From an optimization exercise on the open Yosys and OpenROAD flow, aimed at small area and a short achievable clock period; shortcuts taken in it are not production practice. Only simulation tests tie the RTL to the original design; equivalence was not proved. Power is estimated from default activity; no workload was simulated.

## flow/design.v (module list and top-level ports; edited modules follow where they fit)
// module mul_ci_pipe: 3340 lines
// module csa_fa: 10 lines
// module csa_ha: 9 lines
module mul_ci_pipe #(
    parameter int WIDTH = 32,
    parameter int PIPE  = 3
) (
    input  logic             clock,
    input  logic             aclr,
    input  logic             clken,
    input  logic             start,
    input  logic [2:0]       n,
    input  logic [WIDTH-1:0] dataa,
    input  logic [WIDTH-1:0] datab,
    output logic [WIDTH-1:0] result,
    output logic             done,
    output logic             busy
);
  // ...
==> flow/flow/run.sh <==
#!/bin/bash
# The standard layout, with repair_timing aiming for more setup slack than the clock needs,
# so that the resizer works on the paths that set the achieved period. Everything else
# (synthesis, constraints, clock period, floorplan, power grid) is the standard flow.
set -euo pipefail
bash standard.sh SETUP_SLACK_MARGIN=6.5 finish > make_finish.log 2>&1
==> flow/standard.sh <==
#!/bin/bash
# synth_recipe.tcl (not shown) runs the flow's synth.tcl, then flattens the netlist and writes it again
# the make line also repeats each setting of config.mk as NAME=value (left out here)
make -C /OpenROAD-flow-scripts/flow DESIGN_CONFIG=/design/flow/config.mk WORK_HOME=/design/flow/orfs CLKGATE_MAP_FILE= SYNTH_SCRIPT=/design/flow/synth_recipe.tcl "${@:-finish}"
==> flow/config.mk <==
export PLATFORM = sky130hd
export DESIGN_NAME = mul_ci_pipe
export DESIGN_NICKNAME = mul_ci_pipe
export VERILOG_FILES = /design/flow/design.v
export SDC_FILE = /design/flow/constraint.sdc
export NUM_CORES = 4
export LEC_CHECK = 0
export CAP_MARGIN = 20
export CORE_MARGIN = 2
export CORE_UTILIZATION = 40
export CTS_CLUSTER_DIAMETER = 150
export CTS_CLUSTER_SIZE = 20
export PLACE_DENSITY = 0.6
export SLEW_MARGIN = 20
export SYNTH_HIERARCHICAL = 1
export SYNTH_MINIMUM_KEEP_SIZE = 0
==> flow/constraint.sdc <==
create_clock -name core_clock -period 10.0 [get_ports {clock}]
set_input_delay 2.0000 -clock core_clock [delete_from_list [all_inputs] [get_ports {clock}]]
set_output_delay 2.0000 -clock core_clock [all_outputs]
set_load 0.01 [all_outputs]
==> out/summary.txt, run 1 <==
Combinational power: 11.7 mW
Critical Path Start Type: flip-flop
Clk cell area share: 1.73%
Worst-path fanout max: 8
Slew Limit Headroom: 34.1%
Combinational power share: 67.4%
Slowest stage cell, crit path: edfxtp_1
Fin. max-slew vios: 0
P_sw: 7.88 mW
Layout cell share with drive strength beyond 1: 7.17%
Final Wtd Congestion: 0.884
Non-clock buffers: 221
Met1 Routed Length: 55.4 mm
Initial antenna violation count: 1
Pre-antenna DRT Iters: 6
Finished Layout Cells: 4961
Initial Utilization: 40.3%
Storage cell area: 14700 µm²
PnR Total Power: 17.4 mW
Final hold vios: 0
Worst-Margin Slew: 0.989 ns
Switch share: 45.3%
All-layer global routing usage: 23.9%
Clock Skews: 0.0283 ns
Worst Setup End Kind: flip-flop
LEAKAGE: 16.8 nW
Hold Crit Endpoint: op2_q[2]
Drt wl/cell: 27.1 µm
DR vias: 30500
Post-synthesis adder-cell area fraction: 27.7%
Area Overhead vs Synth: 9.26%
Final instance area: 47200 µm²
Most common cell after layout, fill and taps aside: xnor2_1
Status: no timing/DRC/antenna violations
DP Cell Count: 4889
Worst Path Arrival: 3.94 ns
Final Core Density: 44.1%
Placement Setup Slack: 5.57 ns
PostCTS Resize Cnt: 82
Highest routed layer: met4
FF+latch count: 491
Clock buf count: 41
PD cells: 369 nW/µm²
Ys async rst share: 0%
==> run 2, diff against run 1 <==
--- a/flow/design.v
+++ b/flow/design.v
@@ -55,24 +55,25 @@
         end
     end
     logic busy_q;
     always_ff @(posedge clock) begin
         if (aclr) busy_q <= 1'b0;
         else if (clken) busy_q <= start | v1_q | v2_q;
     end
     assign busy = busy_q;
-    logic sel_lo_q, sel_hi_q, sel_ah_q, is_mac_q, is_clr_q;
+    logic sel_lo_q, sel_hi_q, sel_ah_q, is_mac_q, is_clr_q, sel_pl_q;
     always_ff @(posedge clock) begin
         if (clken) begin
             sel_lo_q <= (op2_q == 3'd0) || (op2_q == 3'd4) || (op2_q == 3'd5);
             sel_hi_q <= (op2_q == 3'd1) || (op2_q == 3'd2) || (op2_q == 3'd3);
             sel_ah_q <= (op2_q == 3'd6);
             is_mac_q <= (op2_q == 3'd4);
             is_clr_q <= (op2_q == 3'd5);
+            sel_pl_q <= (op2_q == 3'd0) || (op2_q == 3'd5);
         end
     end
     logic w1;
     logic w2;
     logic w3;
     logic w4;
     logic w5;
     logic w6;
@@ -3300,44 +3301,48 @@
             ph1_57 <= s1_57_0;
             ph1_59 <= w1532;
             ph1_61 <= w1534;
             ph1_63 <= s1_63_1;
         end
     end
     logic [31:0] ph0, ph1, phi, hsum;
     logic [32:0] lsum;
-    logic [31:0] acc_lo_q;
-    logic [31:0] acc_hi_q, pend_q;
+    logic [31:0] acc_lo_q, acc_hi_q, pend_q;
     logic        pend_c_q;
     logic [31:0] result_q, result_d;
     logic        done_q;
     assign ph0  = {ph0_63, ph0_62, ph0_61, ph0_60, ph0_59, ph0_58, ph0_57, ph0_56, ph0_55, ph0_54, ph0_53, ph0_52, ph0_51, ph0_50, ph0_49, ph0_48, ph0_47, ph0_46, ph0_45, ph0_44, ph0_43, ph0_42, ph0_41, ph0_40, ph0_39, ph0_38, ph0_37, ph0_36, ph0_35, ph0_34, ph0_33, ph0_32};
     assign ph1  = {ph1_63, 1'b0, ph1_61, 1'b0, ph1_59, 1'b0, ph1_57, 1'b0, ph1_55, 1'b0, ph1_53, 1'b0, ph1_51, ph1_50, ph1_49, ph1_48, ph1_47, ph1_46, ph1_45, ph1_44, ph1_43, ph1_42, ph1_41, ph1_40, ph1_39, ph1_38, ph1_37, ph1_36, ph1_35, ph1_34, ph1_33, ph1_32};
     assign phi  = ph0 + ph1 + {31'd0, pcy_q};
-    assign lsum = {1'b0, acc_lo_q & {32{is_mac_q}}} + {1'b0, plo_q};
+    assign lsum = {1'b0, acc_lo_q} + {1'b0, plo_q};
     assign hsum = acc_hi_q + pend_q + {31'd0, pend_c_q};
-    assign result_d = ({32{sel_lo_q}} & lsum[31:0]) | ({32{sel_hi_q}} & phi) |
-                      ({32{sel_ah_q}} & hsum);
+    logic s_mac, s_pl, s_hi, s_ah;
+    assign s_mac = is_mac_q & ~aclr;
+    assign s_pl  = sel_pl_q & ~aclr;
+    assign s_hi  = sel_hi_q & ~aclr;
+    assign s_ah  = sel_ah_q & ~aclr;
+    assign result_d = ({32{s_mac}} & lsum[31:0]) | ({32{s_pl}} & plo_q) |
+                      ({32{s_hi}} & phi) | ({32{s_ah}} & hsum);
     logic upd_res, upd_acc;
     assign upd_res = aclr | (clken & v3_q);
     assign upd_acc = aclr | (clken & v3_q & (is_mac_q | is_clr_q));
     always_ff @(posedge clock) begin
         if (aclr) done_q <= 1'b0;
         else if (clken) done_q <= v3_q;
     end
     always_ff @(posedge clock) begin
-        if (upd_res) result_q <= result_d & {32{~aclr}};
+        if (upd_res) result_q <= result_d;
     end
     always_ff @(posedge clock) begin
         if (upd_acc) begin
-            acc_lo_q <= lsum[31:0] & {32{~aclr}};
-            acc_hi_q <= hsum & {32{is_mac_q & ~aclr}};
+            acc_lo_q <= (is_mac_q ? lsum[31:0] : plo_q) & {32{~aclr}};
+            acc_hi_q <= hsum & {32{s_mac}};
             pend_q   <= phi & {32{~aclr}};
-            pend_c_q <= lsum[32] & ~aclr;
+            pend_c_q <= lsum[32] & s_mac;
         end
     end
     assign done   = done_q;
     assign result = result_q;
 endmodule
 module csa_fa (
     input  logic a,
     input  logic b,
==> out/summary.txt, run 2 <==
Status: no timing/DRC/antenna violations (unchanged)
Sink Count: 491 (unchanged)
DR vias: 30200 (was 30500)
Area Overhead vs Synth: 8.71% (was 9.26%)
Most used cells in the layout excluding fill and tap cells: 581 x xnor2_1, 516 x a22oi_1, 492 x fa_1 (was 581 x xnor2_1, 513 x a22oi_1, 489 x fa_1)
LEAKAGE: 16.8 nW (about the same)
Most common cell in the netlist: xnor2_1 (unchanged)
Post-synth top cells: 586 x xnor2_1, 518 x a22oi_1, 497 x fa_1, 486 x edfxtp_1, 320 x clkbuf_1 (was 586 x xnor2_1, 513 x a22oi_1, 497 x fa_1, 486 x edfxtp_1, 344 x clkbuf_1)
DP HPWL: 84.7 mm (was 83.5 mm)
Slew Limit Headroom: 46.3% (was 34.1%)
Most common cell after layout, fill and taps aside: xnor2_1 (unchanged)
Clk latency of the worst-skew pair: 0.67 ns (was 0.66 ns)
CP top delay family: flip-flops (was compound AO/OA/AOI/OAI gates)
Die area: 110000 µm² (was 111000 µm²)
CTS tree: built (unchanged)
Filler Cells Inserted: 9897 (was 9917)
Largest area contributor in the netlist: edfxtp_1 (unchanged)
Clock Skews: 0.0441 ns (was 0.0283 ns)
CP max stage delay: 0.50 ns (was 0.46 ns)
Hold Crit Start: s1_59_0 (was op1_q[2])
HP Class: flip-flop to flip-flop (unchanged)
Ys async rst share: 0% (unchanged)
Hold Buf Count CTS: 0 (unchanged)
Hold Crit Endpoint: ph0_59 (was op2_q[2])
Initial Utilization: 40.2% (was 40.3%)
Worst-path fanout max: 1 (was 8)
Io pins: 105 (unchanged)
Maximum vdd drop: 0.000252 V (was 0.000246 V)
R2r worst-path depth: 7 (was 12)
Pin count of the biggest net entering global routing: 88 (was 177)
Fin crit share: 34.7% (about the same)
Max Root-Sink Buffers: 3 (unchanged)
WHS: 0.426 ns (was 0.425 ns)
Layout cell share with drive strength beyond 1: 5.62% (was 7.17%)
YS warnings: 7 (unchanged)
Reg-to-reg endpoint: s1_35_3 (was result_q[31])
Share of the synthesized area in the top cell type: 33.9% (was 33.8%)
All-layer global routing usage: 23.6% (was 23.9%)
Main synth FF type: edfxtp_1 (unchanged)
EDFF count, synth: 486 (unchanged)
Post-synthesis sequential area ratio: 34.2% (was 34.0%)
Buffers on Ports: 104 (unchanged)
Final hold vios: 0 (unchanged)
Clock transition at path regs: 0.09 ns (about the same)
Fin. max-slew vios: 0 (unchanged)
WL final: 133 mm (was 135 mm)
Maxcap violations: 0 (unchanged)
Final Critical Period: 3.47 ns (about the same)
Vias in the first global route: 30600 (was 31200)
CTS root buf: clkbuf_16 (unchanged)
Initial antenna violation count: 2 (was 1)
Top cells by area, synth: edfxtp_1 34%, fa_1 23%, xnor2_1 12%, a22oi_1 9.0%, ha_1 4.7% (was edfxtp_1 34%, fa_1 23%, xnor2_1 12%, a22oi_1 8.9%, ha_1 4.7%)
First-pass GRT wire length: 198 mm (was 201 mm)
Via density per instance: 6.09 (was 6.15)
Die X: 332 µm (was 333 µm)
Num rows: 120 (unchanged)
GR Overflow Total: 0 (unchanged)
CTS Buf Count: 28 (unchanged)
Core Area: 107000 µm² (about the same)
Unrepaired setup endpoints after global routing: true (unchanged)
Sum Neg Setup Slack: 0 ns (unchanged)
Mapped Avg Cell Area: 11.8 µm² (about the same)
Drt wl/cell: 26.8 µm (was 27.1 µm)
Buf/Inv on CP: 1 (was 2)
Final Wtd Congestion: 0.884 (unchanged)
WHS Path Cells: 0 (unchanged)
Fmax: 288 MHz (about the same)
Remaining antenna violation count after routing: 0 (unchanged)
H-tree levels: 1 (unchanged)
PnR Total Power: 17.6 mW (was 17.4 mW)
Cell variety after synth: 69 (was 79)
PD cells: 376 nW/µm² (was 369 nW/µm²)
Final setup viols: 0 (unchanged)
Antenna diodes: 0 (was 1)
Worst-Margin Slew: 0.806 ns (was 0.989 ns)
Crit path kind: flip-flop to primary output (was flip-flop to flip-flop)
Critical Path, Cell by Cell: dlygate4sd2_1 (was buf_12, buf_4, and2_4, ha_4, o211a_4, a221oi_4, o21a_2, a41o_1, o21ai_2, a221o_2, mux2_4, a41oi_4)
Worst Path Arrival: 1.47 ns (was 3.94 ns)
Layout net count: 4273 (was 4272)
Crit Reg-Reg Startpoint: bo_q[6] (was is_mac_q)
Gate Count Post-Synth: 3647 (was 3648)
Slowest stage cell, crit path: edfxtp_1 (unchanged)
Mapped Area: 43000 µm² (was 43200 µm²)
Vert. Die Dim: 332 µm (was 333 µm)
WP data required: 8.00 ns (was 10.47 ns)
FF-to-FF setup slack: 6.53 ns (about the same)
Drt initial violations: 3623 (was 3601)
Critical Path Start Type: flip-flop (unchanged)
#FFs+latches synth: 491 (unchanged)
DRC: 0 (unchanged)
Pre-antenna DRT Iters: 6 (unchanged)
Worst Setup End Kind: primary output (was flip-flop)
-- run 2: cell count changes after synthesis, moves of 13 or more --
cell / change
nand2_1: +58
o21ai_0: +35
and2_1: -27
clkbuf_1: -24
buf_1: +14
nor2_1: -14
o21ai_1: -13
-- run 2: metal layers --
layer | vias to the layer above | global-route usage (%) | wire length (µm)
met5 | - | 0.391 | 74
met4 | 4 | 8.00 | 4780
met3 | 370 | 5.98 | 13700
met2 | 1801 | 36.4 | 59700
met1 | 15200 | 32.5 | 54800
li1 | 12800 | - | -
-- run 2: power by group --
group	total [mW]	switching, mW	internal, mW
Sequential	4.46	0.476	3.99
Clock	1.25	0.701	0.549
Combinational	11.9	6.91	4.97
Total	17.6	8.09	9.51
-- run 2: how the worst max path moves through the flow --
stage / start / to / slack [ns] / cells after the start
final: result_q[26] / result[26] / 6.53 / 1
after detailed placement: clken / acc_hi_q[13] / 5.13 / 4
after CTS: s1_6_0 / plo_q[26] / 6.50 / 12
after floorplan: clken / acc_hi_q[0] / 6.34 / 3
after global placement: clken / acc_hi_q[16] / 5.19 / 4
after global routing: s1_6_2 / plo_q[26] / 6.46 / 12
-- run 2: kinds of logic after synthesis --
| group | synth area share, % |
|---|---|
| compound gates | 15.5 |
| xor+xnor | 13.4 |
| fa+ha+maj | 27.8 |
| buf+inv | 3.41 |
| flops | 34.2 |
| mux | 0.209 |
| other cells | 0.00872 |
| simple gates | 5.44 |
-- run 2: through the flow --
stage,utilization [%],area [µm²],setup WS (ns),instances
finish,43.7,46800,6.53,4961
global route,43.7,46800,6.46,4961
CTS,43.3,46300,6.50,4952
detailed placement,42.3,45200,5.13,4899
floorplan,-,43100,6.34,3662
global placement,42.3,45200,5.19,4899
-- run 2: per-module statistics from Yosys, one instance, submodules excluded --
module / flip-flops and latches / times used / cell area (µm²) / cells inside
csa_fa: 0 / 492 / 20.0 / 1
csa_ha: 0 / 34 / 12.5 / 1
mul_ci_pipe: 491 / 1 / 32700 / 3121
-- run 2: cell type report --
type	count	area, µm²	share of cell area [%]
well taps	1403	1760	3.75
clock buffers	41	749	1.60
multi-input cells	2783	27200	58.1
repair buffers	211	2190	4.69
inverters	29	109	0.233
clock inverters	3	67.6	0.145
flip-flops and latches	491	14700	31.4
-- run 2: timing repair --
action                     in CTS  in global routing
gates resized for setup        77                104
setup endpoints to repair     343                172
gates cloned                    3                  1
pin swaps                       9                 20
setup buffers                   6                  8
==> run 3, diff against run 2 <==
==> flow/flow/run.sh (replaced) <==
#!/bin/bash
# The standard layout, with repair_timing aiming for more setup slack than the clock needs,
# so that the resizer works on the paths that set the achieved period. Everything else
# (synthesis, constraints, clock period, floorplan, power grid) is the standard flow.
set -euo pipefail
bash standard.sh SETUP_SLACK_MARGIN=6.65 finish > make_finish.log 2>&1
==> out/summary.txt, run 3 <==
Status: no timing/DRC/antenna violations (unchanged)
Mapped Avg Cell Area: 11.8 µm² (unchanged)
Buffers on Ports: 104 (unchanged)
Crit path kind: flip-flop to flip-flop (was flip-flop to primary output)
WP data required: 10.39 ns (was 8.00 ns)
Max Root-Sink Buffers: 3 (unchanged)
Most common cell after layout, fill and taps aside: xnor2_1 (unchanged)
Antenna diodes: 0 (unchanged)
Io pins: 105 (unchanged)
Worst Setup End Kind: flip-flop (was primary output)
Fin crit share: 34.3% (was 34.7%)
Worst-Margin Slew: 1.11 ns (was 0.806 ns)
Initial Utilization: 40.2% (unchanged)
Slowest stage cell, crit path: fa_1 (was edfxtp_1)
Area Overhead vs Synth: 12.3% (was 8.71%)
Worst Path Arrival: 3.81 ns (was 1.47 ns)
Number of cells on the critical path: 8 (was 1)
HP Class: flip-flop to flip-flop (unchanged)
Core Area: 107000 µm² (unchanged)
WL final: 136 mm (was 133 mm)
Post-synthesis sequential area ratio: 34.2% (unchanged)
Most common cell in the netlist: xnor2_1 (unchanged)
Initial antenna violation count: 2 (unchanged)
Share of the synthesized area in the top cell type: 33.9% (unchanged)
Most used cell, CP: fa_1
Clk latency of the worst-skew pair: 0.67 ns (about the same)
YS warnings: 7 (unchanged)
Finished Layout Cells: 4998 (was 4961)
Vias in the first global route: 31000 (was 30600)
Largest area contributor in the netlist: edfxtp_1 (unchanged)
Main synth FF type: edfxtp_1 (unchanged)
DP HPWL: 84.5 mm (was 84.7 mm)
CP max stage delay: 0.63 ns (was 0.50 ns)
Slew Limit Headroom: 25.9% (was 46.3%)
Num rows: 120 (unchanged)
Ys async rst share: 0% (unchanged)
Mapped Area: 43000 µm² (unchanged)
Top cells by area, synth: edfxtp_1 34%, fa_1 23%, xnor2_1 12%, a22oi_1 9.0%, ha_1 4.7% (unchanged)
Vert. Die Dim: 332 µm (unchanged)
Pin count of the biggest net entering global routing: 187 (was 88)
First-pass GRT wire length: 199 mm (was 198 mm)
CTS Buf Count: 29 (was 28)
Drt initial violations: 3940 (was 3623)
CTS tree: built (unchanged)
Maximum vdd drop: 0.000262 V (was 0.000252 V)
DRC: 0 (unchanged)
PnR Total Power: 18.3 mW (was 17.6 mW)
Critical Path Start Type: flip-flop (unchanged)
Gate Count Post-Synth: 3647 (unchanged)
Die area: 110000 µm² (unchanged)
Clock transition at path regs: 0.09 ns (about the same)
H-tree levels: 1 (unchanged)
Cell variety after synth: 69 (unchanged)
WHS Path Cells: 0 (unchanged)
Critical Path, Cell by Cell: buf_4, buf_12, a22oi_2, xnor2_1, fa_1, fa_1, fa_1, fa_1 (was dlygate4sd2_1)
Drt wl/cell: 27.2 µm (was 26.8 µm)
Worst-path fanout max: 17 (was 1)
DR vias: 30700 (was 30200)
Maxcap violations: 0 (unchanged)
Layout cell share with drive strength beyond 1: 11.5% (was 5.62%)
R2r worst-path depth: 8 (was 7)
Die X: 332 µm (unchanged)
Remaining antenna violation count after routing: 0 (unchanged)
PD cells: 378 nW/µm² (was 376 nW/µm²)
WHS: 0.421 ns (was 0.426 ns)
#FFs+latches synth: 491 (unchanged)
All-layer global routing usage: 23.8% (was 23.6%)
Final Wtd Congestion: 0.887 (was 0.884)
CP top delay family: adder cells (was flip-flops)
EDFF count, synth: 486 (unchanged)
CTS root buf: clkbuf_16 (unchanged)
Sink Count: 491 (unchanged)
Clock Skews: 0.0499 ns (was 0.0441 ns)
Final Core Density: 45.2% (was 43.7%)
Post-synth top cells: 586 x xnor2_1, 518 x a22oi_1, 497 x fa_1, 486 x edfxtp_1, 320 x clkbuf_1 (unchanged)
Via density per instance: 6.14 (was 6.09)
GR Overflow Total: 0 (unchanged)
Buf/Inv on CP: 2 (was 1)
Final hold vios: 0 (unchanged)
Unrepaired setup endpoints after global routing: true (unchanged)
Layout net count: 4307 (was 4273)
DP Cell Count: 4902 (was 4899)
Final Critical Period: 3.43 ns (was 3.47 ns)
Fmax: 292 MHz (was 288 MHz)
Sum Neg Setup Slack: 0 ns (unchanged)
Most used cells in the layout excluding fill and tap cells: 571 x xnor2_1, 486 x edfxtp_1, 447 x fa_1 (was 581 x xnor2_1, 516 x a22oi_1, 492 x fa_1)
Fin. max-slew vios: 0 (unchanged)
Pre-antenna DRT Iters: 9 (was 6)
Final setup viols: 0 (unchanged)
LEAKAGE: 17.2 nW (was 16.8 nW)
[run 3: cell counts after synthesis]
Identical to the previous run, type by type.
[run 3: area by class of cell]
cell class / count / area (µm²)
fill: 9760 / 58600
multi-input combinational: 2783 / 27900
timing repair buffer: 244 / 2930
sequential: 491 / 14700
inverter: 29 / 109
clock buffer: 42 / 774
clock inverter: 6 / 105
tap: 1403 / 1760
[run 3: stage by stage]
| stage | worst slack (ns) | cell area, µm² |
|---|---|---|
| 2_1_floorplan | 6.34 | 43200 |
| 3_3_place_gp | 5.11 | 45300 |
| 3_5_place_dp | 5.10 | 45300 |
| 4_1_cts | 6.49 | 46800 |
| 5_1_grt | 6.53 | 48300 |
| 6_report | 6.57 | 48300 |
[run 3: final timing paths]
check / slack [ns] / to / startpoint
min: 0.42 / ph1_63 / s1_63_1
max reg2reg: 6.57 / s1_37_3 / bo_q[3]
max: 6.57 / s1_37_3 / bo_q[3]
min reg2reg: 0.42 / ph1_63 / s1_63_1
[run 3: repair_timing]
action,4_1_cts,5_1_grt
pin swaps,19,62
buffers inserted,14,25
gates cloned,2,7
setup endpoints to repair,354,176
hold buffers,0,0
resized for setup,275,290
[run 3: modules after synthesis (local to each module, per instance)]
module       cells inside  cell area (µm²)  times used
csa_ha                  1             12.5          34
mul_ci_pipe          3121            32700           1
csa_fa                  1             20.0         492
[run 3: power breakdown]
part / switching [mW] / internal (mW) / leakage (nW)
clock: 0.714 / 0.597 / 0.425
combinational: 7.14 / 5.35 / 12.0
sequential: 0.470 / 3.99 / 4.83
total: 8.32 / 9.93 / 17.2
[run 3: cell families after synthesis]
family / count (synthesis) / share of synthesized area [%]
fa+ha+maj: 658 / 27.8
buf+inv: 390 / 3.41
compound gates: 951 / 15.5
mux: 9 / 0.209
flops: 491 / 34.2
simple gates: 488 / 5.44
xor+xnor: 659 / 13.4
other cells: 1 / 0.00872
[run 3: worst reg2reg max path, stage by stage (launching register included)]
cell	delay, ns
edfxtp_1	0.40
buf_4	0.16
buf_12	0.17
a22oi_2	0.24
xnor2_1	0.12
fa_1	0.63
fa_1	0.45
fa_1	0.51
fa_1	0.47
[run 3: layer usage]
metal	routed length (µm)	part of all wire (%)	global-route usage [%]	vias to the layer above
li1	-	-	-	12900
met1	55400	41	32.7	15400
met2	60300	44	36.3	1942
met3	14900	11	6.16	419
met4	5180	3.8	8.40	2
met5	11	0.0081	0.261	-
==> run 4, diff against run 3 <==
==> flow/flow/run.sh (replaced) <==
#!/bin/bash
# The standard layout, with repair_timing aiming for more setup slack than the clock needs,
# so that the resizer works on the paths that set the achieved period, and clock tree
# synthesis without dummy balancing loads. Everything else (synthesis, constraints, clock
# period, floorplan, power grid) is the standard flow.
set -euo pipefail
bash standard.sh SETUP_SLACK_MARGIN=6.5 \
  "CTS_ARGS=-sink_clustering_enable -repair_clock_nets -sink_clustering_size 20 -sink_clustering_max_diameter 150 -dont_use_dummy_load" \
  finish > make_finish.log 2>&1
==> out/summary.txt, run 4 <==
GR Overflow Total: 0 (unchanged)
Clock Skews: 0.0469 ns (was 0.0499 ns)
Initial Utilization: 40.2% (unchanged)
Io pins: 105 (unchanged)
Antenna diodes: 0 (unchanged)
Slew Limit Headroom: 45.8% (was 25.9%)
Core Area: 107000 µm² (unchanged)
FF-to-FF setup slack: 6.52 ns (was 6.57 ns)
DRC: 0 (unchanged)
Unrepaired setup endpoints after global routing: true (unchanged)
Pin count of the biggest net entering global routing: 88 (was 187)
Via density per instance: 6.10 (was 6.14)
Die area: 110000 µm² (unchanged)
CTS Buf Count: 28 (was 29)
Storage cell area: 14700 µm² (unchanged)
PD cells: 376 nW/µm² (was 378 nW/µm²)
Layout cell share with drive strength beyond 1: 5.51% (was 11.5%)
H-tree levels: 1 (unchanged)
Fmax: 287 MHz (was 292 MHz)
Maxcap violations: 0 (unchanged)
Mapped Avg Cell Area: 11.8 µm² (unchanged)
Pre-antenna DRT Iters: 6 (was 9)
LEAKAGE: 16.7 nW (was 17.2 nW)
Cell variety after synth: 69 (unchanged)
Slowest stage cell, crit path: edfxtp_1 (was fa_1)
Vias in the first global route: 30700 (was 31000)
Filler Cells Inserted: 9912 (was 9760)
WHS Path Cells: 0 (unchanged)
Most used cell, CP: fa_2 (was fa_1)
CP max stage delay: 0.41 ns (was 0.63 ns)
Main synth FF type: edfxtp_1 (unchanged)
Drt initial violations: 3603 (was 3940)
YS warnings: 7 (unchanged)
Crit path kind: flip-flop to flip-flop (unchanged)
Largest area contributor in the netlist: edfxtp_1 (unchanged)
Status: no timing/DRC/antenna violations (unchanged)
Most common cell after layout, fill and taps aside: xnor2_1 (unchanged)
Layout net count: 4271 (was 4307)
Final setup viols: 0 (unchanged)
HP Class: flip-flop to flip-flop (unchanged)
Gate Count Post-Synth: 3647 (unchanged)
Buffers on Ports: 104 (unchanged)
Critical Path, Cell by Cell: fa_2, fa_2, ha_4, a21oi_4, o311ai_4, a221o_1, and2_4, a221o_2, a31oi_4, o21ai_0, xnor2_1 (was buf_4, buf_12, a22oi_2, xnor2_1, fa_1, fa_1, fa_1, fa_1)
Sum Neg Setup Slack: 0 ns (unchanged)
#FFs+latches synth: 491 (unchanged)
Vert. Die Dim: 332 µm (unchanged)
Fin. max-slew vios: 0 (unchanged)
R2r worst-path depth: 11 (was 8)
Worst-path fanout max: 4 (was 17)
Final Critical Period: 3.48 ns (was 3.43 ns)
Share of the synthesized area in the top cell type: 33.9% (unchanged)
DR vias: 30100 (was 30700)
Die X: 332 µm (unchanged)
Worst-Margin Slew: 0.812 ns (was 1.11 ns)
Final Core Density: 43.6% (was 45.2%)
CTS tree: built (unchanged)
Remaining antenna violation count after routing: 0 (unchanged)
Area of the multi-input gates: 27200 µm² (was 27900 µm²)
Area Overhead vs Synth: 8.26% (was 12.3%)
DP HPWL: 84.7 mm (was 84.5 mm)
Max Root-Sink Buffers: 3 (unchanged)
Most used cells in the layout excluding fill and tap cells: 584 x xnor2_1, 516 x a22oi_1, 492 x fa_1 (was 571 x xnor2_1, 486 x edfxtp_1, 447 x fa_1)
Ys async rst share: 0% (unchanged)
Sink Count: 491 (unchanged)
Hold Buf Count CTS: 0 (unchanged)
PnR Total Power: 17.5 mW (was 18.3 mW)
Maximum vdd drop: 0.000285 V (was 0.000262 V)
Top cells by area, synth: edfxtp_1 34%, fa_1 23%, xnor2_1 12%, a22oi_1 9.0%, ha_1 4.7% (unchanged)
Drt wl/cell: 26.9 µm (was 27.2 µm)
Initial antenna violation count: 2 (unchanged)
All-layer global routing usage: 23.6% (was 23.8%)
Clock transition at path regs: 0.09 ns (about the same)
WL final: 133 mm (was 136 mm)
Num rows: 120 (unchanged)
Clk latency of the worst-skew pair: 0.65 ns (was 0.67 ns)
Fin crit share: 34.8% (was 34.3%)
Worst Path Arrival: 3.91 ns (was 3.81 ns)
EDFF count, synth: 486 (unchanged)
First-pass GRT wire length: 198 mm (was 199 mm)
Post-synthesis sequential area ratio: 34.2% (unchanged)
Critical Path Start Type: flip-flop (unchanged)
Final hold vios: 0 (unchanged)
Mapped Area: 43000 µm² (unchanged)
Final Wtd Congestion: 0.884 (was 0.887)
Worst Setup End Kind: flip-flop (unchanged)
Most common cell in the netlist: xnor2_1 (unchanged)
Post-synth top cells: 586 x xnor2_1, 518 x a22oi_1, 497 x fa_1, 486 x edfxtp_1, 320 x clkbuf_1 (unchanged)
WP data required: 10.43 ns (was 10.39 ns)
CTS root buf: clkbuf_16 (unchanged)
[run 4: cell counts after synthesis]
Identical to the previous run, type by type.
[run 4: power breakdown]
part,switching [mW],internal (mW)
combinational,6.93,4.96
sequential,0.473,3.99
clock,0.679,0.494
total,8.08,9.44
[run 4: what timing repair did]
action,in CTS,in global routing
gates resized for setup,76,96
hold endpoints to repair,0,0
pin swaps,8,16
cloned,3,0
endpoints found under the setup margin,336,166
buffers inserted,6,7
[run 4: final timing paths]
kind	from	endpoint
max	s1_6_2	plo_q[30]
min	s1_59_0	ph0_59
max reg2reg	s1_6_2	plo_q[30]
min reg2reg	s1_59_0	ph0_59
[run 4: critical path: cells and delay by family (launching register included)]
kind                     cells  cell delay (ns)
AND/OR/NAND/NOR              1             0.18
XOR/XNOR                     1             0.33
AO/OA/AOI/OAI                6             1.38
flip-flops                   1             0.41
adder cells (fa/ha/maj)      3             0.96
[run 4: routing by layer]
metal / part of all wire [%] / vias to the layer above / GRT usage (%)
met1: 41 / 15200 / 32.2
met2: 45 / 1800 / 36.3
met3: 10 / 390 / 6.26
li1: - / 12800 / -
met5: 0.0098 / - / 0
met4: 3.9 / 2 / 8.33
[run 4: per-module statistics from Yosys (local to each module, per instance)]
module       cell area, µm²  flip-flops and latches  copies in the design  cells inside
csa_fa                 20.0                       0                   492             1
csa_ha                 12.5                       0                    34             1
mul_ci_pipe           32700                     491                     1          3121
[run 4: cell type report]
cell class	count	area share, %
multi-input cells	2783	58.3
flip-flops and latches	491	31.6
repair buffers	209	4.60
well taps	1403	3.77
clock buffers	28	1.50
inverters	29	0.234
[run 4: cells by family after synthesis]
| group | share of synthesized area (%) |
|---|---|
| other | 0.00872 |
| adder cells (fa/ha/maj) | 27.8 |
| AO/OA/AOI/OAI | 15.5 |
| AND/OR/NAND/NOR | 5.44 |
| buffers and inverters | 3.41 |
| flip-flops | 34.2 |
| XOR/XNOR | 13.4 |
| multiplexers | 0.209 |
[run 4: per-stage QoR]
stage | hold WS (ns) | worst slack (ns) | instance area, µm² | cells
after floorplan | 0.400 | 6.34 | 43100 | 3662
after global routing | 0.443 | 6.43 | 46600 | 4943
after global placement | 0.403 | 5.19 | 45200 | 4899
after detailed placement | 0.406 | 5.13 | 45200 | 4899
after CTS | 0.430 | 6.50 | 46100 | 4936
final | 0.426 | 6.52 | 46600 | 4943
==> run 5, diff against run 4 <==
--- a/flow/config.mk
+++ b/flow/config.mk
@@ -7,10 +7,10 @@
 export LEC_CHECK = 0
 export CAP_MARGIN = 20
 export CORE_MARGIN = 2
-export CORE_UTILIZATION = 40
+export CORE_UTILIZATION = 55
 export CTS_CLUSTER_DIAMETER = 150
 export CTS_CLUSTER_SIZE = 20
-export PLACE_DENSITY = 0.6
+export PLACE_DENSITY = 0.7
 export SLEW_MARGIN = 20
 export SYNTH_HIERARCHICAL = 1
 export SYNTH_MINIMUM_KEEP_SIZE = 0
==> out/summary.txt, run 5 <==
M3 GR Usage: 10.0% (was 6.26%)
Share of the synthesized area in the top cell type: 33.9% (unchanged)
WP data required: 10.34 ns (was 10.43 ns)
WL final: 127 mm (was 133 mm)
Slew Limit Headroom: 34.0% (was 45.8%)
Remaining antenna violation count after routing: 0 (unchanged)
Met2 GRT Util: 47.3% (was 36.3%)
Vias in the first global route: 31600 (was 30700)
YS warnings: 7 (unchanged)
CTS Buf Count: 28 (unchanged)
Synth Area in Compound Gates: 15.5% (unchanged)
XOR/XNOR Fraction of Synth Area: 13.4% (unchanged)
Area Overhead vs Synth: 7.19% (was 8.26%)
EDFF count, synth: 486 (unchanged)
CTS root buf: clkbuf_16 (unchanged)
CTS tree: built (unchanged)
Buffers on Ports: 104 (unchanged)
WHS Path Cells: 0 (unchanged)
Final setup viols: 0 (unchanged)
Worst Path Arrival: 3.83 ns (was 3.91 ns)
Reg-to-reg endpoint: s1_35_3 (was plo_q[30])
Largest family of logic cells by synthesized area: adder cells (unchanged)
Main synth FF type: edfxtp_1 (unchanged)
H-tree levels: 1 (unchanged)
Layout net count: 4273 (was 4271)
Filler Cells Inserted: 6324 (was 9912)
Hold Buf Count CTS: 0 (unchanged)
Sink Count: 491 (unchanged)
Die X: 284 µm (was 332 µm)
Worst Setup End Kind: flip-flop (unchanged)
All-layer global routing usage: 31.3% (was 23.6%)
Maximum vdd drop: 0.000240 V (was 0.000285 V)
Storage cell area: 14700 µm² (about the same)
Die area: 80500 µm² (was 110000 µm²)
Via density per instance: 6.70 (was 6.10)
Simple-gate share of the synthesized area: 5.44% (unchanged)
Crit path kind: flip-flop to flip-flop (unchanged)
Post-synth top cells: 586 x xnor2_1, 518 x a22oi_1, 497 x fa_1, 486 x edfxtp_1, 320 x clkbuf_1 (unchanged)
Critical Path Start Type: flip-flop (unchanged)
Drt wl/cell: 27.7 µm (was 26.9 µm)
Fin. max-slew vios: 0 (unchanged)
#FFs+latches synth: 491 (unchanged)
Clock Skews: 0.0666 ns (was 0.0469 ns)
Gate Count Post-Synth: 3647 (unchanged)
Crit Reg-Reg Startpoint: a_q[18] (was s1_6_2)
HP Class: flip-flop to flip-flop (unchanged)
Sum Neg Setup Slack: 0 ns (unchanged)
Mapped Avg Cell Area: 11.8 µm² (unchanged)
Vert. Die Dim: 284 µm (was 332 µm)
Initial antenna violation count: 3 (was 2)
Maxcap violations: 0 (unchanged)
Worst-Margin Slew: 0.989 ns (was 0.812 ns)
Hold Crit Start: op1_q[0] (was s1_59_0)
DR vias: 30700 (was 30100)
Most used cells in the layout excluding fill and tap cells: 583 x xnor2_1, 517 x a22oi_1, 493 x fa_1 (was 584 x xnor2_1, 516 x a22oi_1, 492 x fa_1)
Status: no timing/DRC/antenna violations (unchanged)
Max Root-Sink Buffers: 3 (unchanged)
DP HPWL: 80.5 mm (was 84.7 mm)
Met1 Use GR: 41.6% (was 32.2%)
Final instance area: 46100 µm² (was 46600 µm²)
Post-synthesis adder-cell area fraction: 27.8% (unchanged)
Post-synthesis sequential area ratio: 34.2% (unchanged)
Final Wtd Congestion: 0.910 (was 0.884)
First-pass GRT wire length: 192 mm (was 198 mm)
Clk latency of the worst-skew pair: 0.64 ns (was 0.65 ns)
DRC: 0 (unchanged)
Core Area: 77500 µm² (was 107000 µm²)
R2r worst-path depth: 7 (was 11)
WHS: 0.413 ns (was 0.426 ns)
FF-to-FF setup slack: 6.51 ns (was 6.52 ns)
Num rows: 102 (was 120)
Hold Crit Endpoint: op2_q[0] (was ph0_59)
Fin crit share: 34.9% (was 34.8%)
Mux share of post-synthesis cell area: 0.209% (unchanged)
PD cells: 375 nW/µm² (was 376 nW/µm²)
Mapped Area: 43000 µm² (unchanged)
Cell variety after synth: 69 (unchanged)
Io pins: 105 (unchanged)
Worst-path fanout max: 33 (was 4)
GR Overflow Total: 0 (unchanged)
Final Critical Period: 3.49 ns (was 3.48 ns)
Drt initial violations: 3691 (was 3603)
Placed inst area: 44800 µm² (was 45200 µm²)
Final hold vios: 0 (unchanged)
Unrepaired setup endpoints after global routing: true (unchanged)
Clock transition at path regs: 0.09 ns (about the same)
Largest area contributor in the netlist: edfxtp_1 (unchanged)
Most common cell in the netlist: xnor2_1 (unchanged)
Pin count of the biggest net entering global routing: 104 (was 88)
Most common cell after layout, fill and taps aside: xnor2_1 (unchanged)
Top cells by area, synth: edfxtp_1 34%, fa_1 23%, xnor2_1 12%, a22oi_1 9.0%, ha_1 4.7% (unchanged)
Ys async rst share: 0% (unchanged)
Fmax: 286 MHz (was 287 MHz)
LEAKAGE: 16.7 nW (about the same)
Layout cell share with drive strength beyond 1: 5.39% (was 5.51%)
Grt peak-use layer: met2 (unchanged)
Area of the multi-input gates: 27200 µm² (about the same)
Initial Utilization: 55.5% (was 40.2%)
Pre-antenna DRT Iters: 9 (was 6)
[run 5: cell types whose count changed in the layout (fill, tap and decap cells not counted), sizes merged]
cell           previous run  this run
o31a                      6         7
dlygate4sd2              30        33
bufbuf                    1         0
buf                     103       107
diode                     0         2
clkdlybuf4s15             4         1
clkbuf                   31        29
[run 5: area by class of cell]
cell class / count / share of cell area (%)
antenna: 2 / 0.0109
sequential: 491 / 31.9
timing repair buffer: 210 / 4.61
tap: 1040 / 2.82
clock buffer: 28 / 1.52
inverter: 29 / 0.236
multi-input combinational: 2784 / 58.9
[run 5: Yosys stat by module, one instance, submodules excluded]
module       copies in the design  cells inside
csa_fa                        492             1
mul_ci_pipe                     1          3121
csa_ha                         34             1
[run 5: worst max-delay path by stage]
stage,start,end,depth (start not counted)
floorplan,clken,acc_hi_q[0],3
global placement,clken,acc_lo_q[11],4
detailed placement,clken,acc_lo_q[13],4
CTS,pcy_q,result_q[16],12
global route,acc_hi_q[0],result_q[24],12
finish,a_q[18],s1_35_3,7
[run 5: repair_timing]
action / CTS / global route
pin swaps: 4 / 17
buffers inserted: 3 / 8
gates resized for setup: 57 / 116
setup endpoints to repair: 278 / 191
gates cloned: 2 / 1
[run 5: where the power goes]
| part | internal [mW] | switching, mW | leakage (nW) | total [mW] |
|---|---|---|---|---|
| logic | 4.94 | 6.75 | 11.5 | 11.7 |
| registers | 3.99 | 0.456 | 4.83 | 4.44 |
| clock network | 0.494 | 0.660 | 0.345 | 1.15 |
[run 5: logic make-up after synthesis]
logic type | count (synthesis)
simple gates | 488
xor+xnor | 659
other cells | 1
fa+ha+maj | 658
flops | 491
mux | 9
compound gates | 951
buf+inv | 390
[run 5: per-layer routing]
metal | vias to the layer above | routed length (µm)
li1 | 12800 | -
met1 | 15100 | 48500
met2 | 2265 | 56000
met3 | 520 | 16300
met4 | 8 | 6180
met5 | - | 114
[run 5: through the flow]
step | util, % | instances | worst slack, ns | power [mW]
global route | 59.5 | 4582 | 6.40 | 18.6
CTS | 58.9 | 4573 | 6.48 | 16.8
global placement | 57.8 | 4540 | 5.11 | 15.3
detailed placement | 57.8 | 4540 | 5.06 | 15.6
floorplan | - | 3662 | 6.34 | 11.7
finish | 59.5 | 4584 | 6.51 | 17.3
[run 5: critical path: stages, from the launching register on]
cell and delay (ns):
edfxtp_1 0.32, buf_4 0.46, a22oi_1 0.20, xnor2_1 0.18, fa_1 0.56, fa_1 0.57, fa_1 0.55, fa_1 0.40
==> run 6, diff against run 5 <==
--- a/flow/flow/run.sh
+++ b/flow/flow/run.sh
@@ -4,6 +4,6 @@
 # synthesis without dummy balancing loads. Everything else (synthesis, constraints, clock
 # period, floorplan, power grid) is the standard flow.
 set -euo pipefail
-bash standard.sh SETUP_SLACK_MARGIN=6.5 \
+bash standard.sh SETUP_SLACK_MARGIN=6.6 \
   "CTS_ARGS=-sink_clustering_enable -repair_clock_nets -sink_clustering_size 20 -sink_clustering_max_diameter 150 -dont_use_dummy_load" \
   finish > make_finish.log 2>&1
--- a/flow/config.mk
+++ b/flow/config.mk
@@ -7,10 +7,10 @@
 export LEC_CHECK = 0
 export CAP_MARGIN = 20
 export CORE_MARGIN = 2
-export CORE_UTILIZATION = 55
+export CORE_UTILIZATION = 40
 export CTS_CLUSTER_DIAMETER = 150
 export CTS_CLUSTER_SIZE = 20
-export PLACE_DENSITY = 0.7
+export PLACE_DENSITY = 0.6
 export SLEW_MARGIN = 20
 export SYNTH_HIERARCHICAL = 1
 export SYNTH_MINIMUM_KEEP_SIZE = 0
==> out/summary.txt, run 6 <==
Status: no timing/DRC/antenna violations (unchanged)
Mapped Avg Cell Area: 11.8 µm² (unchanged)
Switch share: 45.7% (was 45.5%)
Max Root-Sink Buffers: 3 (unchanged)
Most common cell after layout, fill and taps aside: xnor2_1 (unchanged)
Clk network pwr share: 6.7% (about the same)
CP startpoint: a_q[18] (unchanged)
Most common cell in the netlist: xnor2_1 (unchanged)
Drt wl/cell: 27.6 µm (was 27.7 µm)
WP data required: 10.37 ns (was 10.34 ns)
CTS Buf Count: 28 (unchanged)
WHS Path Cells: 0 (unchanged)
DP HPWL: 84.5 mm (was 80.5 mm)
GR Overflow Total: 0 (unchanged)
DR WL met3: 15.3 mm (was 16.3 mm)
Final instance area: 47100 µm² (was 46100 µm²)
Mapped Area: 43000 µm² (unchanged)
PD cells: 372 nW/µm² (was 375 nW/µm²)
Sequential share of power: 25.5% (was 25.7%)
Clock transition at path regs: 0.09 ns (about the same)
Layout cell share with drive strength beyond 1: 6.86% (was 5.39%)
Area Overhead vs Synth: 9.56% (was 7.19%)
Drt initial violations: 3836 (was 3691)
Final Wtd Congestion: 0.890 (was 0.910)
Maximum vdd drop: 0.000269 V (was 0.000240 V)
Worst-Margin Slew: 1.01 ns (was 0.989 ns)
DRC: 0 (unchanged)
Int Pwr: 9.54 mW (was 9.42 mW)
EDFF count, synth: 486 (unchanged)
Most used cell, CP: fa_1 (unchanged)
Slowest stage cell, crit path: fa_1 (unchanged)
Fmax: 294 MHz (was 286 MHz)
Most used cells in the layout excluding fill and tap cells: 580 x xnor2_1, 510 x a22oi_1, 490 x fa_1 (was 583 x xnor2_1, 517 x a22oi_1, 493 x fa_1)
FF-to-FF setup slack: 6.60 ns (was 6.51 ns)
Largest area contributor in the netlist: edfxtp_1 (unchanged)
Critical Path Start Type: flip-flop (unchanged)
DR vias: 30600 (was 30700)
Vias in the first global route: 31200 (was 31600)
Placed inst area: 45200 µm² (was 44800 µm²)
Buffers on Ports: 104 (unchanged)
Post-synthesis sequential area ratio: 34.2% (unchanged)
Ys async rst share: 0% (unchanged)
Hold Crit Start: s1_63_0 (was op1_q[0])
Antenna diodes: 0 (was 2)
Slew Limit Headroom: 32.8% (was 34.0%)
Finished Layout Cells: 4960 (was 4584)
Met1 Routed Length: 56.5 mm (was 48.5 mm)
Worst-path fanout max: 33 (unchanged)
All-layer global routing usage: 24.3% (was 31.3%)
Io pins: 105 (unchanged)
Final Critical Period: 3.40 ns (was 3.49 ns)
Crit Reg-Reg Startpoint: a_q[18] (unchanged)
Critical Path, Cell by Cell: buf_6, a22oi_1, xnor2_1, fa_1, fa_1, fa_1, fa_1 (was buf_4, a22oi_1, xnor2_1, fa_1, fa_1, fa_1, fa_1)
CP top delay family: adder cells (unchanged)
Crit path kind: flip-flop to flip-flop (unchanged)
LEAKAGE: 16.9 nW (was 16.7 nW)
WL final: 137 mm (was 127 mm)
Num rows: 120 (was 102)
Final Core Density: 44.1% (was 59.5%)
Share of the synthesized area in the top cell type: 33.9% (unchanged)
Number of cells on the critical path: 7 (unchanged)
Die X: 332 µm (was 284 µm)
CTS tree: built (unchanged)
CP max stage delay: 0.61 ns (was 0.57 ns)
Initial Utilization: 40.2% (was 55.5%)
WHS: 0.414 ns (was 0.413 ns)
CTS root buf: clkbuf_16 (unchanged)
Via density per instance: 6.18 (was 6.70)
Fin crit share: 34.0% (was 34.9%)
R2r worst-path depth: 7 (unchanged)
Met2 Routed Length: 60.2 mm (was 56.0 mm)
First-pass GRT wire length: 203 mm (was 192 mm)
Worst Path Arrival: 3.78 ns (was 3.83 ns)
#FFs+latches synth: 491 (unchanged)
Filler Cells Inserted: 9894 (was 6324)
Gate Count Post-Synth: 3647 (unchanged)
Clk latency of the worst-skew pair: 0.64 ns (about the same)
Die area: 110000 µm² (was 80500 µm²)
Cell variety after synth: 69 (unchanged)
Initial antenna violation count: 0 (was 3)
Worst Setup End Kind: flip-flop (unchanged)
Final hold vios: 0 (unchanged)
HP Class: flip-flop to flip-flop (unchanged)
Highest routed layer: met4 (was met5)
Final setup viols: 0 (unchanged)
Main synth FF type: edfxtp_1 (unchanged)
P_sw: 8.01 mW (was 7.86 mW)
Clock Skews: 0.0316 ns (was 0.0666 ns)
H-tree levels: 1 (unchanged)
Layout net count: 4288 (was 4273)
DP Cell Count: 4902 (was 4540)
Combinational power share: 67.8% (was 67.6%)
Pin count of the biggest net entering global routing: 84 (was 104)
YS warnings: 7 (unchanged)
Fin. max-slew vios: 0 (unchanged)
Vert. Die Dim: 332 µm (was 284 µm)
Core Area: 107000 µm² (was 77500 µm²)
Sink Count: 491 (unchanged)
Unrepaired setup endpoints after global routing: true (unchanged)
Top cells by area, synth: edfxtp_1 34%, fa_1 23%, xnor2_1 12%, a22oi_1 9.0%, ha_1 4.7% (unchanged)
Maxcap violations: 0 (unchanged)
Remaining antenna violation count after routing: 0 (unchanged)
Post-synth top cells: 586 x xnor2_1, 518 x a22oi_1, 497 x fa_1, 486 x edfxtp_1, 320 x clkbuf_1 (unchanged)
Pre-antenna DRT Iters: 7 (was 9)
Buf/Inv on CP: 1 (unchanged)
Sum Neg Setup Slack: 0 ns (unchanged)
==> run 6: cell type report <==
cell class                      instances  area (µm²)  area share, %
Multi-Input combinational cell       2782       27300           58.0
Timing Repair Buffer                  227        2540           5.38
Inverter                               29         109          0.231
Tap cell                             1403        1760           3.73
Clock buffer                           28         701           1.49
Sequential cell                       491       14700           31.2
==> run 6: repair_timing <==
| item | CTS | global route |
|---|---|---|
| setup endpoints to repair | 368 | 246 |
| setup buffers | 9 | 18 |
| gates resized for setup | 180 | 179 |
| gates cloned | 1 | 2 |
| hold buffers | 0 | 0 |
| hold endpoints to repair | 0 | 0 |
| pin swaps | 15 | 32 |
==> run 6: cells by family (layout without fill, tap and decap cells) <==
family / count (synthesis) / count (layout) / synth area share (%)
XOR/XNOR: 659 / 659 / 13.4
AND/OR/NAND/NOR: 488 / 488 / 5.44
multiplexers: 9 / 9 / 0.209
flip-flops: 491 / 491 / 34.2
AO/OA/AOI/OAI: 951 / 952 / 15.5
buffers and inverters: 390 / 284 / 3.41
adder cells (fa/ha/maj): 658 / 658 / 27.8
other: 1 / 16 / 0.00872
==> run 6: final timing paths <==
path / endpoint
hold reg to reg: ph0_63
setup / recovery: s1_34_3
setup reg to reg: s1_34_3
hold / removal: ph0_63
==> run 6: per-stage QoR <==
step | worst slack [ns] | power, mW
CTS | 6.51 | 17.2
global route | 6.52 | 18.9
detailed placement | 4.93 | 15.8
finish | 6.60 | 17.6
global placement | 4.96 | 15.6
floorplan | 6.34 | 11.7
==> run 6: power groups by stage <==
stage,Clock (mW),Combinational (mW),Sequential (mW)
detailed placement,0,11.2,4.53
CTS,1.22,11.5,4.48
global route,1.28,13.1,4.56
floorplan,0,7.34,4.32
global placement,0,11.1,4.51
finish,1.18,11.9,4.47
==> run 6: layer usage <==
| metal | track usage [%] | up-vias |
|---|---|---|
| met5 | 0.261 | - |
| met4 | 8.49 | 0 |
| met3 | 6.35 | 395 |
| met2 | 36.6 | 2088 |
| met1 | 33.9 | 15300 |
| li1 | - | 12800 |
==> run 6: Yosys stat by module (local to each module, per instance) <==
module,area [µm²],flip-flops and latches,cells,copies in the design
csa_fa,20.0,0,1,492
csa_ha,12.5,0,1,34
mul_ci_pipe,32700,491,3121,1
==> run 6: worst register-to-register path, stage by stage, from the launching register on <==
cell and delay, ns:
edfxtp_1 0.34, buf_6 0.38, a22oi_1 0.18, xnor2_1 0.18, fa_1 0.55, fa_1 0.45
fa_1 0.61, fa_1 0.47

-- port drivers added, routing unchanged --
The flow's constraints put no driver on any port. The routed layouts listed below were extracted and timed again, unchanged, in two steps. Step 1 (the two cells are an assumption about what drives the block):
set clk [get_ports {clock}]
set_driving_cell -lib_cell sky130_fd_sc_hd__clkbuf_16 $clk
set_driving_cell -lib_cell sky130_fd_sc_hd__buf_2 [delete_from_list [all_inputs] $clk]
Step 2 times the ports against the registers' clock, not the clock port: input delays grow and output delays shrink by t, the midpoint of the rising clock arrivals with the driver on. a / b / c = ideal ports / drivers / drivers and shift; a / b = the first two.
| run | shift t [ns] | slack for setup (ns) | worst hold slack (ns) | worst setup path after step 2 |
|---|---|---|---|---|
| run 1 | 0.718 | 6.528 / 6.485 / 6.010 | 0.425 / 0.425 / 0.425 | input to register |
| run 2 | 0.714 | 6.529 / 6.460 / 5.855 | 0.426 / 0.426 / 0.426 | input to register |
| run 3 | 0.712 | 6.573 / 6.573 / 6.029 | 0.421 / 0.421 / 0.421 | input to register |
| run 4 | 0.699 | 6.520 / 6.478 / 5.883 | 0.426 / 0.426 / 0.426 | input to register |
| run 5 | 0.665 | 6.506 / 6.506 / 5.954 | 0.413 / 0.413 / 0.413 | input to register |
| run 6 | 0.698 | 6.598 / 6.569 / 6.087 | 0.414 / 0.414 / 0.414 | input to register |
After both steps every run listed still meets setup and hold. For run 2, which loses most, drivers alone change the setup slack by -0.069 ns; drivers and shift together by -0.674 ns.
